This design comes from an exercise in tuning for small area, a short achievable clock period and few clock cycles on the open sky130 flow, not from production work. In this exercise RTL edits were held to simulation tests only and were not proved equivalent to the original. Power and IR drop assume default switching activity.

File: flow/run.sh
#!/bin/bash
# synth_recipe.tcl (not shown) runs the flow's synth.tcl, then flattens the netlist and writes it again
# the make line also repeats each setting of config.mk as NAME=value (left out here)
make -C /OpenROAD-flow-scripts/flow DESIGN_CONFIG=/design/flow/config.mk WORK_HOME=/design/flow/orfs CLKGATE_MAP_FILE= SYNTH_SCRIPT=/design/flow/synth_recipe.tcl finish
File: flow/config.mk
export PLATFORM = sky130hd
export DESIGN_NAME = sorted_list_pool
export DESIGN_NICKNAME = sorted_list_pool
export VERILOG_FILES = /design/flow/design.v
export SDC_FILE = /design/flow/constraint.sdc
export NUM_CORES = 4
export LEC_CHECK = 0
export CAP_MARGIN = 20
export CORE_MARGIN = 2
export CORE_UTILIZATION = 30
export CTS_BUF_LIST = sky130_fd_sc_hd__clkbuf_8 sky130_fd_sc_hd__clkbuf_16
export CTS_CLUSTER_DIAMETER = 133
export CTS_CLUSTER_SIZE = 24
export SETUP_SLACK_MARGIN = 5
export SLEW_MARGIN = 20
File: flow/constraint.sdc
create_clock -name core_clock -period 8.0 [get_ports {clk_i}]
set_input_delay 1.6000 -clock core_clock [delete_from_list [all_inputs] [get_ports {clk_i}]]
set_output_delay 1.6000 -clock core_clock [all_outputs]
set_load 0.01 [all_outputs]
File: flow/design.v
package slp_pkg;
  localparam logic [1:0] KIND_INSERT = 2'd0;
  localparam logic [1:0] KIND_DELETE = 2'd1;
  localparam logic [1:0] KIND_SHOW   = 2'd2;
  localparam logic [1:0] STATUS_DONE  = 2'd0;
  localparam logic [1:0] STATUS_FULL  = 2'd1;
  localparam logic [1:0] STATUS_EMPTY = 2'd2;
endpackage
module sorted_list_pool (
  input  logic        clk_i,
  input  logic        rst_ni,
  input  logic        start,
  input  logic [1:0]  in_kind,
  input  logic [31:0] in_value,
  output logic        busy,
  output logic        res_valid_o,
  output logic [1:0]  res_status,
  output logic [3:0]  res_slot,
  output logic [31:0] res_entry_value,
  output logic [4:0]  res_removed,
  output logic        res_last
);
  localparam int N = 16;
  function automatic logic sge(input logic [31:0] a, input logic [31:0] b);
    sge = $signed(a) >= $signed(b);
  endfunction
  function automatic logic [3:0] therm4(input logic [N-1:0] x);
    logic [3:0] t [2*N];
    for (int i = 0; i < N; i++) t[N+i] = {3'b000, x[i]};
    for (int i = N - 1; i >= 1; i--) begin
      for (int k = 0; k < 4; k++) begin
        t[i][k] = t[2*i][k] | t[2*i+1][k];
        for (int j = 0; j < k; j++) t[i][k] = t[i][k] | (t[2*i][j] & t[2*i+1][k-1-j]);
      end
    end
    therm4 = t[1];
  endfunction
  function automatic logic [2:0] popcnt4(input logic [3:0] x);
    popcnt4 = {2'b00, x[0]} + {2'b00, x[1]} + {2'b00, x[2]} + {2'b00, x[3]};
  endfunction
  function automatic logic [N-1:0] low_free(input logic [N-1:0] used);
    logic all_below;
    all_below = 1'b1;
    for (int i = 0; i < N; i++) begin
      low_free[i] = ~used[i] & all_below;
      all_below   = all_below & used[i];
    end
  endfunction
  logic          busy_q;
  logic          accept;
  assign accept = start && !busy_q;
  logic [N-1:0]  used_q, used_d;
  logic [31:0]   val_q [N];
  logic [N*N-1:0] m_q;              
  logic          a_vld_q;
  logic [1:0]    a_kind_q;
  logic [31:0]   a_val_q;
  logic [N-1:0]  ge_a, eq_a;
  for (genvar s = 0; s < N; s++) begin : g_cmp
    assign ge_a[s] = sge(val_q[s], a_val_q);
    assign eq_a[s] = (val_q[s] == a_val_q);
  end
  logic [N-1:0]  a_wr;
  assign a_wr = (a_vld_q && (a_kind_q == slp_pkg::KIND_INSERT)) ? low_free(used_d) : '0;
  for (genvar s = 0; s < N; s++) begin : g_val
    always_ff @(posedge clk_i) begin
      if (a_wr[s]) val_q[s] <= a_val_q;
    end
  end
  logic          b_vld_q;
  logic [1:0]    b_kind_q;
  logic [N-1:0]  ge_q, eq_q;        
  logic          shw_act_q;         
  logic [N-1:0]  cur_q;             
  logic is_ins, is_del, is_show, full;
  assign is_ins  = b_vld_q && (b_kind_q == slp_pkg::KIND_INSERT);
  assign is_del  = b_vld_q && (b_kind_q == slp_pkg::KIND_DELETE);
  assign is_show = (b_vld_q && (b_kind_q == slp_pkg::KIND_SHOW)) || shw_act_q;
  assign full    = &used_q;
  logic [N-1:0]  fs_oh;
  assign fs_oh = low_free(used_q);
  logic [N-1:0]  sel;
  always_comb begin
    for (int s = 0; s < N; s++) begin
      sel[s] = cur_q[s];
      for (int t = 0; t < N; t++) begin
        if (t < s) begin
          if (cur_q[t] && m_q[t*N+s]) sel[s] = 1'b0;
        end else if (t > s) begin
          if (cur_q[t] && !m_q[s*N+t]) sel[s] = 1'b0;
        end
      end
    end
  end
  logic [3:0]    cur_th;
  assign cur_th = therm4(cur_q);
  logic [N-1:0]  del_mask;
  assign del_mask = used_q & eq_q;
  always_comb begin
    used_d = used_q;
    if (is_ins)      used_d = used_q | fs_oh;
    else if (is_del) used_d = used_q & ~eq_q;
  end
  logic [3:0]    used_th;
  logic          ge3_next;
  assign used_th  = therm4(used_q);
  assign ge3_next = used_th[2] || (is_ins && used_th[1]);
  logic          shw_more;          
  assign shw_more = is_show && cur_th[1];
  always_ff @(posedge clk_i) begin
    for (int s = 0; s < N; s++) begin
      for (int t = s + 1; t < N; t++) begin
        if (is_ins && fs_oh[s])      m_q[s*N+t] <= ge_q[t];
        else if (is_ins && fs_oh[t]) m_q[s*N+t] <= ~ge_q[s];
      end
    end
  end
  logic          c_vld_q;
  logic [N-1:0]  c_oh_q;            
  logic [1:0]    c_status_q;
  logic          c_last_q;
  logic [2:0]    c_pc_q [4];        
  always_ff @(posedge clk_i or negedge rst_ni) begin
    if (!rst_ni) begin
      used_q    <= '0;
      cur_q     <= '0;
      a_vld_q   <= 1'b0;
      b_vld_q   <= 1'b0;
      shw_act_q <= 1'b0;
      busy_q    <= 1'b0;
      c_vld_q   <= 1'b0;
    end else begin
      used_q    <= used_d;
      cur_q     <= shw_more ? (cur_q & ~sel) : used_d;
      a_vld_q   <= accept;
      b_vld_q   <= a_vld_q;
      shw_act_q <= shw_more;
      busy_q    <= (accept && (in_kind == slp_pkg::KIND_SHOW))
                || (a_vld_q && (a_kind_q == slp_pkg::KIND_SHOW) && ge3_next)
                || (is_show && cur_th[3]);
      c_vld_q   <= b_vld_q || shw_act_q;
    end
  end
  always_ff @(posedge clk_i) begin
    a_kind_q  <= in_kind;
    a_val_q   <= in_value;
    b_kind_q  <= a_kind_q;
    ge_q      <= ge_a;
    eq_q      <= eq_a;
    c_oh_q     <= '0;
    c_status_q <= slp_pkg::STATUS_DONE;
    c_last_q   <= 1'b1;
    for (int i = 0; i < 4; i++) c_pc_q[i] <= '0;
    if (is_ins) begin
      if (full) c_status_q <= slp_pkg::STATUS_FULL;
      else      c_oh_q     <= fs_oh;
    end else if (is_del) begin
      for (int i = 0; i < 4; i++) c_pc_q[i] <= popcnt4(del_mask[4*i +: 4]);
    end else if (is_show) begin
      if (!cur_th[0]) begin
        c_status_q <= slp_pkg::STATUS_EMPTY;
      end else begin
        c_oh_q   <= sel;
        c_last_q <= !cur_th[1];
      end
    end
  end
  logic [31:0]   c_val;
  logic [3:0]    c_slot;
  always_comb begin
    c_val  = '0;
    c_slot = '0;
    for (int s = 0; s < N; s++) begin
      c_val  = c_val  | (c_oh_q[s] ? val_q[s] : 32'd0);
      c_slot = c_slot | (c_oh_q[s] ? 4'(s) : 4'd0);
    end
  end
  logic        out_vld_q;
  logic [1:0]  out_status_q;
  logic [3:0]  out_slot_q;
  logic [31:0] out_val_q;
  logic [4:0]  out_rem_q;
  logic        out_last_q;
  always_ff @(posedge clk_i or negedge rst_ni) begin
    if (!rst_ni) begin
      out_vld_q <= 1'b0;
    end else begin
      out_vld_q <= c_vld_q;
    end
  end
  always_ff @(posedge clk_i) begin
    out_status_q <= c_status_q;
    out_last_q   <= c_last_q;
    out_slot_q   <= c_slot;
    out_val_q    <= c_val;
    out_rem_q    <= ({2'b00, c_pc_q[0]} + {2'b00, c_pc_q[1]})
                  + ({2'b00, c_pc_q[2]} + {2'b00, c_pc_q[3]});
  end
  assign busy            = busy_q;
  assign res_valid_o     = out_vld_q;
  assign res_status      = out_status_q;
  assign res_slot        = out_slot_q;
  assign res_entry_value = out_val_q;
  assign res_removed     = out_rem_q;
  assign res_last        = out_last_q;
endmodule
==> summary.txt <==
Pin placement for this block handled 83 I/O pins. The category of the worst setup path capture point is a register. Counting flops with a built-in enable in the synthesized netlist gives 632. The floorplan step defined a die boundary enclosing 145,000 um2. Power spread over the standard cell area amounts to 187 nW/um2. The largest fanout of any net on the critical path came out at 13. The worst setup path is launched from a register. The most used flip-flop cell after synthesis is sky130_fd_sc_hd__edfxtp_1.

The clock transition time at the flip-flop clock pins of the worst setup and hold paths came out at 0.10 ns. met2 is the most crowded layer. The CTS tree is done. Each instance of the synthesized netlist takes up on average 12.2 um2. After floorplanning, the core was sized to cover 141,000 um2.

The die outline width is 381 um. Across the run, the number of max-cap violations was 0. The synthesis-to-finish area growth is 15.7%. The total of fill cells in the finished design came out at 14,100. Once detail routing completed, the nets flagged for antenna violations numbered 0. The worst path arrival time is 3.43 ns. The pin count of the biggest net entering global routing came out at 39. The number of hold violations in the final report is 0. The mean routed wirelength per cell is 30.8 um. The remaining design rule violation count came out at 0. The flow ran to the end and the layout has no timing, DRC or antenna violations.

The critical register-to-register path endpoint is val_q[15][12]. The number of warning messages in the yosys log came out at 5. For the pin with the worst max-slew slack, the measured transition is 1.22 ns. The summed negative setup slack over all endpoints is 0 ns.

The first-pass GRT wire length is 241 mm. The final RePlAce weighted congestion is 0.972. In this run the cell area of the synthesized design comes to 42,600 um2. The leakage power total came out at 19.8 nW. The floorplan has 138 rows. By startpoint and endpoint, the worst setup path is classified as register to register. The area used by sequential logic in the layout came out at 22,900 um2. The worst min-delay path startpoint is c_status_q[1].

The post-synthesis register bit count came out at 813. The total nets after synthesis is 4,078. Of the available clock period, the critical path in the final layout requires 38.7%. The final count of pins violating max slew was 0. The maximum clock rate came out at 323 MHz. The cell depth of the worst hold path came out at 0. The insertion delay of the later-clocked pin in the worst-skew pair is 0.64 ns. The fraction of final layout cells sized beyond drive strength 1 came out at 13.0%. Dividing the detail-routed via count by the number of cells gives 6.04. The count of port buffers added during placement is 82.

The initial antenna violation count is 8. For this design, the sink count on the clock tree is 813. The clock arrives with 0.0255 ns of skew. The required time of the critical path came out at 8.33 ns. The standard cell area after detailed placement is 45,800 um2. The number of H-tree levels came out at 2. The initial detailed-routing violation count is 4,974. The area of combinational cells with multiple inputs came out at 19,300 um2. Wires add up to 174 mm. The shortest clock period the worst path allows after layout is 3.10 ns.

The met3 track demand over resource in global routing is 5.03%. The worst hold path terminates at out_status_q[1]. The area of all placed cells without fillers is 49,300 um2. The maximum buffer depth of the clock tree came out at 3. In this run the critical register-to-register path is launched from b_vld_q. The path class of the lowest-slack min-delay path is register to register. For this run, global-route usage on met1 was measured as 32.4%. The global-route usage over all layers is 23.0%. The peak ir drop on the vdd network came out at 0.000146 V. From bottom edge to top edge, the die measures 381 um. The detailed placer's ending HPWL is 115 mm. The number of instances in the synthesized netlist came out at 3,507. The routed layout has 34,100 vias. The fraction of synthesis flops using an asynchronous set or reset pin came out at 4.67%. At the end of the flow, the number of nets in the layout was 4,288. Once the floorplan was initialized, standard cells occupied 30.2% of the core.

The count of cells along the worst register-to-register path is 11. The hold-fix buffer count after cts is 0. The number of global-route vias before repair came out at 32,200.

Setup slack on the worst reg-to-reg path comes out at 4.90 ns. The final count of negative-setup-slack endpoints is 0. The number of CTS-inserted buffers is 40. The count of cell types in the netlist is 88. After global routing the overflow that remains totals 0. The worst hold-check slack came out at 0.335 ns. Summing the sequential cell areas from Yosys gives 53.5% of the chip area. The met2 routing resource usage after global routing came out at 33.5%.

The first detailed-routing pass ran for 8 iterations. In this run the clock root is driven by a sky130_fd_sc_hd__clkbuf_16. The worst pin sits at a relative slew slack of 18.9%.

Setup repair after global routing could not meet its margin everywhere.
## cells in the final DEF (no fill, tap or decap), types with 89 or more instances in the layout
cell type                  synthesis  final
sky130_fd_sc_hd__nor2_1           97     89
sky130_fd_sc_hd__dfxtp_1         143     93
sky130_fd_sc_hd__nand4_1         146    146
sky130_fd_sc_hd__o21ai_0         113    111
sky130_fd_sc_hd__a22o_1          137    136
sky130_fd_sc_hd__o21a_1          135    135
sky130_fd_sc_hd__edfxtp_1        632    632
sky130_fd_sc_hd__a21o_1          154    154
sky130_fd_sc_hd__a221oi_1        150    149
sky130_fd_sc_hd__a21oi_1         159    152
sky130_fd_sc_hd__nand2_1         288    285
sky130_fd_sc_hd__ha_1            524    524
sky130_fd_sc_hd__buf_4             1    228
sky130_fd_sc_hd__inv_1           119    116
## Yosys cell counts (12+ instances only)
master | n | area [um2]
sky130_fd_sc_hd__edfxtp_1 | 632 | 19000
sky130_fd_sc_hd__ha_1 | 524 | 6560
sky130_fd_sc_hd__nand2_1 | 288 | 1080
sky130_fd_sc_hd__a21oi_1 | 159 | 796
sky130_fd_sc_hd__a21o_1 | 154 | 1160
sky130_fd_sc_hd__a221oi_1 | 150 | 1310
sky130_fd_sc_hd__nand4_1 | 146 | 913
sky130_fd_sc_hd__clkbuf_1 | 145 | 544
sky130_fd_sc_hd__dfxtp_1 | 143 | 2860
sky130_fd_sc_hd__a22o_1 | 137 | 1200
sky130_fd_sc_hd__o21a_1 | 135 | 1010
sky130_fd_sc_hd__inv_1 | 119 | 447
sky130_fd_sc_hd__o21ai_0 | 113 | 566
sky130_fd_sc_hd__nor2_1 | 97 | 364
sky130_fd_sc_hd__nand3_1 | 43 | 215
sky130_fd_sc_hd__dfrtp_1 | 38 | 951
sky130_fd_sc_hd__nor4_1 | 36 | 225
sky130_fd_sc_hd__nor2b_1 | 34 | 213
sky130_fd_sc_hd__o22ai_1 | 32 | 200
sky130_fd_sc_hd__nor3_1 | 26 | 130
sky130_fd_sc_hd__a22oi_1 | 22 | 165
sky130_fd_sc_hd__and2_1 | 20 | 125
sky130_fd_sc_hd__nand2b_1 | 20 | 125
sky130_fd_sc_hd__o211ai_1 | 19 | 143
sky130_fd_sc_hd__o31ai_1 | 19 | 143
sky130_fd_sc_hd__and3_1 | 17 | 106
sky130_fd_sc_hd__a2bb2oi_1 | 16 | 140
sky130_fd_sc_hd__buf_1 | 16 | 60.1
sky130_fd_sc_hd__o2111ai_1 | 13 | 114
sky130_fd_sc_hd__or4_1 | 13 | 97.6
sky130_fd_sc_hd__o221ai_1 | 12 | 105
## sequential cells by signal, summed over array words and instances (netlist names)
name,cells
b_vld_q,1
used_q,16
a_val_q,32
c_oh_q,16
out_last_q,1
c_vld_q,1
busy_q,1
out_status_q,2
b_kind_q,2
c_last_q,1
c_status_q,2
a_kind_q,2
eq_q,16
out_val_q,32
out_rem_q,5
ge_q,16
m_q,120
out_vld_q,1
c_pc_q,12
cur_q,16
out_slot_q,4
val_q,512
shw_act_q,1
a_vld_q,1
## critical path, stage by stage (launching register included)
cell and delay [ns]:
sky130_fd_sc_hd__dfrtp_2 0.41, sky130_fd_sc_hd__nor3b_4 0.28, sky130_fd_sc_hd__buf_4 0.16, sky130_fd_sc_hd__and4_4 0.22, sky130_fd_sc_hd__a2bb2oi_4 0.20, sky130_fd_sc_hd__a32oi_4 0.16, sky130_fd_sc_hd__nor4_4 0.27, sky130_fd_sc_hd__buf_4 0.18
sky130_fd_sc_hd__nand3_4 0.14, sky130_fd_sc_hd__buf_4 0.20, sky130_fd_sc_hd__and4bb_4 0.36, sky130_fd_sc_hd__buf_12 0.20
## timing repair
action | in CTS | in global routing
pin swaps | 14 | 12
gates resized for setup | 190 | 60
setup endpoints to repair | 551 | 356
endpoints found under the hold margin | 0 | 0
gates cloned | 3 | 3
buffers inserted | 171 | 20
## area by class of cell
class,count,share of cell area [%]
Timing Repair Buffer,336,5.93
Sequential cell,813,46.5
Clock inverter,29,0.254
Antenna cell,5,0.0254
Multi-Input combinational cell,2404,39.2
Tap cell,1890,4.79
Inverter,122,1.16
Clock buffer,43,2.18
## logic make-up after synthesis
group | Yosys count | share of synthesized area, %
compound gates | 1061 | 18.2
xor+xnor | 1 | 0.0205
fa+ha+maj | 542 | 16.0
buf+inv | 291 | 2.61
flops | 813 | 53.5
mux | 5 | 0.129
simple gates | 794 | 9.59
## how the worst max path moves through the flow
stage	startpoint	slack, ns	end	cells after the start
floorplan	b_vld_q	4.25	val_q[13][0]	7
global placement	a_val_q[16]	3.65	ge_q[6]	8
detailed placement	a_val_q[16]	3.58	ge_q[6]	8
CTS	a_val_q[31]	4.99	ge_q[6]	9
global route	b_vld_q	4.85	val_q[14][26]	11
finish	b_vld_q	4.90	val_q[15][12]	11
## power breakdown
part | internal (mW) | total, mW | switching, mW
Combinational | 0.696 | 1.83 | 1.13
Clock | 0.989 | 2.45 | 1.46
Sequential | 4.74 | 4.94 | 0.195
Total | 6.43 | 9.21 | 2.79
## through the flow
step | util, % | cells | setup WS (ns) | total power, mW
final | 34.9 | 5642 | 4.90 | 9.21
after global routing | 34.9 | 5639 | 4.85 | 9.51
after CTS | 34.6 | 5614 | 4.99 | 9.17
after detailed placement | 32.4 | 5368 | 3.58 | 6.75
after global placement | 32.4 | 5367 | 3.65 | 6.74
after floorplan | - | 3507 | 4.25 | 5.90
## layer usage
layer,vias to the layer above,wire length (um)
met1,16900,70600
met2,2452,72300
met5,-,29
li1,14300,-
met4,4,8990
met3,476,21500
Testbench counts, summed over its fixed seeds: cycles 8,461.

## static timing again, ports no longer ideal
No port has a modelled driver above. Below, the same layout with a new extraction and two added sets of constraints.
Step 1 assumes that a clkbuf_16 drives the clock port and a buf_2 every other input.
Step 2 moves the port delays by t, midway between the first and last clock arrival at a register: inputs arrive t later, outputs are due t later. That takes back most of the time a late clock gives input paths.
a / b / c = no drivers / after step 1 / after step 2; a / b = the first two.
t (ns): 0.703
slack for setup (ns): 4.905 / 4.905 / 4.505
worst setup path after step 2: input to register
latest minus earliest clock arrival (ns): 0.029 / 0.028
After both steps this run still meets setup and hold. The setup slack of this run moves by 0.000 ns with the drivers and by -0.400 ns with both steps.
